Source: an optimization exercise on an open RTL-to-GDS flow (aim: small area, a short achievable clock period and few clock cycles per item). Production flows keep margins and buffers that such runs may drop. Function was checked by simulation only, so behaviour that the tests miss may differ from the original. Power figures rest on the tool's default switching activity, not on a simulated workload. No driver is modelled on the clock port, so clocking that relies on it looks cheaper here than on a real chip.

==> inputs of run F <==
## axil_mem_subsys
module axil_mem_subsys (
  input  logic                  clk_i,
  input  logic                  rst_ni,
  input  logic                  req_i,
  output logic                  gnt_o,
  output logic                  rvalid_o,
  input  logic                  we_i,
  input  logic [(32 / 8)-1:0]   be_i,
  input  logic [32-1:0]   addr_i,
  input  logic [32-1:0]   wdata_i,
  output logic [32-1:0]   rdata_o,
  output logic                  err_o
);
clock: 8.0 ns
lec_check: 0
cap_margin: 30
core_margin: 2
core_utilization: 64
setup_slack_margin: 4.85
slew_margin: 35
synth_hierarchical: 1
standard.sh (not shown) runs the stock make flow with config.mk's settings and CLKGATE_MAP_FILE= SYNTH_SCRIPT=/design/flow/synth_recipe.tcl, a recipe that flattens the netlist after the stock synthesis.
==> flow/flow/run.sh <==
#!/bin/bash
# The standard layout (standard.sh) with a few ORFS variables changed:
# - REMOVE_ABC_BUFFERS=1: the floorplan step removes synthesis buffers instead
#   of repairing timing before placement, when the high-fanout nets have no
#   buffers yet and every path looks slow;
# - the port buffers are buf_4 (the buf family can be resized for timing);
# - CTS without dummy loads, with larger sink clusters;
# - more rounds of antenna repair after detailed routing.
# Each tool's output goes to run.log in the work folder; ORFS keeps a log per
# step under orfs/logs.
set -euo pipefail
cd "$(dirname "$0")/.."
bash standard.sh \
  REMOVE_ABC_BUFFERS=1 \
  "BUFFER_PORTS_ARGS=-buffer_cell sky130_fd_sc_hd__buf_4" \
  "CTS_ARGS=-sink_clustering_enable -repair_clock_nets -dont_use_dummy_load -sink_clustering_size 30 -sink_clustering_max_diameter 90" \
  MAX_REPAIR_ANTENNAS_ITER_DRT=12 \
  finish > run.log 2>&1
==> inputs of run D, as changes to run F <==
--- a/flow/config.mk
+++ b/flow/config.mk
@@ -6,8 +6,8 @@
 export NUM_CORES = 8
 export LEC_CHECK = 0
-export CAP_MARGIN = 30
+export CAP_MARGIN = 10
 export CORE_MARGIN = 2
-export CORE_UTILIZATION = 64
-export SETUP_SLACK_MARGIN = 4.85
-export SLEW_MARGIN = 35
+export CORE_UTILIZATION = 60
+export SETUP_SLACK_MARGIN = 4.8
+export SLEW_MARGIN = 20
 export SYNTH_HIERARCHICAL = 1
==> Implementation_results.wiki <==
{| class="wikitable"
! Metric !! Value
|-
| Run status || timing/DRC/antenna clean
|-
| P_comb || 4.29 mW
|-
| Sequential Area || 167000 µm²
|-
| Tot GR Track Use || 40.1%
|-
| Footprint of the multi-input gates || 102000 µm²
|-
| Global-route met1 utilization || 56.4%
|-
| Setup skew after layout || 0.0475 ns
|-
| Reg-to-Reg Start || p_q[0]$_DFF_P_
|-
| Combinational Power Share || 6.6%
|-
| Count of buffers not belonging to the clock network in the layout || 662
|-
| Arrival @ worst endpoint || 1.91 ns
|-
| GR Util met3 || 7.68%
|-
| Initial antenna violation count || 16
|-
| Actual transition at the worst max-transition pin || 1.36 ns
|-
| Cell Count Post-Placement || 32300
|-
| Die area || 453000 µm²
|-
| Clk pwr share || 30.1%
|-
| Number of core rows || 245
|-
| Rel. slew slack || 9.51%
|}
the above is filed under run D

==> Implementation_results.wiki <==
{| class="wikitable"
! Metric !! Value
|-
| Setup skew after layout || 0.0449 ns
|-
| Rel. slew slack || 16.8%
|-
| Cell Count Post-Placement || 31900
|-
| Die area || 425000 µm²
|-
| Warning count from the yosys run || 8
|-
| Clk pwr share || 29.9%
|-
| GR Util met3 || 8.52%
|-
| Initial antenna violation count || 42
|-
| Combinational Power Share || 6.7%
|-
| Count of buffers not belonging to the clock network in the layout || 744
|-
| Tot GR Track Use || 41.6%
|-
| Reg-to-Reg Start || p_q[17]$_DFF_P_
|-
| Footprint of the multi-input gates || 102000 µm²
|-
| P_comb || 4.36 mW
|-
| Sequential Area || 167000 µm²
|-
| Run status || timing/DRC/antenna clean
|-
| Arrival @ worst endpoint || 1.98 ns
|-
| Global-route met1 utilization || 56.7%
|}
the above is filed under run F

Testbench counts of run F, summed over its fixed seeds: cycles 4,808, accesses 4,800.
Testbench counts of run D, summed over its fixed seeds: cycles 4,808, accesses 4,800.

what the ideal ports hide:
No port has a modelled driver above. Below, the same layouts with a new extraction and two added sets of constraints.
Step 1: set_driving_cell puts a clkbuf_16 on clk_i and a buf_2 on each other input, an assumption about the parent block.
Step 2 adds t to the input delays and takes it off the output delays; t is the mean of the earliest and latest rising clock arrival at the registers after step 1. Input paths then give back, and output paths get back, about the clock's delay inside the block.
a / b / c = ideal ports / drivers / drivers and shift; a / b = the first two.
| run | shift t [ns] | setup slack, ns | hold WS [ns] | slew at the worst register clock pin (ns) |
|---|---|---|---|---|
| run F | 1.143 | 4.422 / 4.299 / 3.321 | 0.445 / 0.445 / 0.445 | 0.12 / 0.12 |
| run D | 1.123 | 4.489 / 4.372 / 3.282 | 0.449 / 0.449 / 0.449 | 0.12 / 0.12 |
After both steps setup and hold are still met in every run listed. The setup slack of run D, which loses most, moves by -0.117 ns with the drivers and by -1.207 ns with both steps.
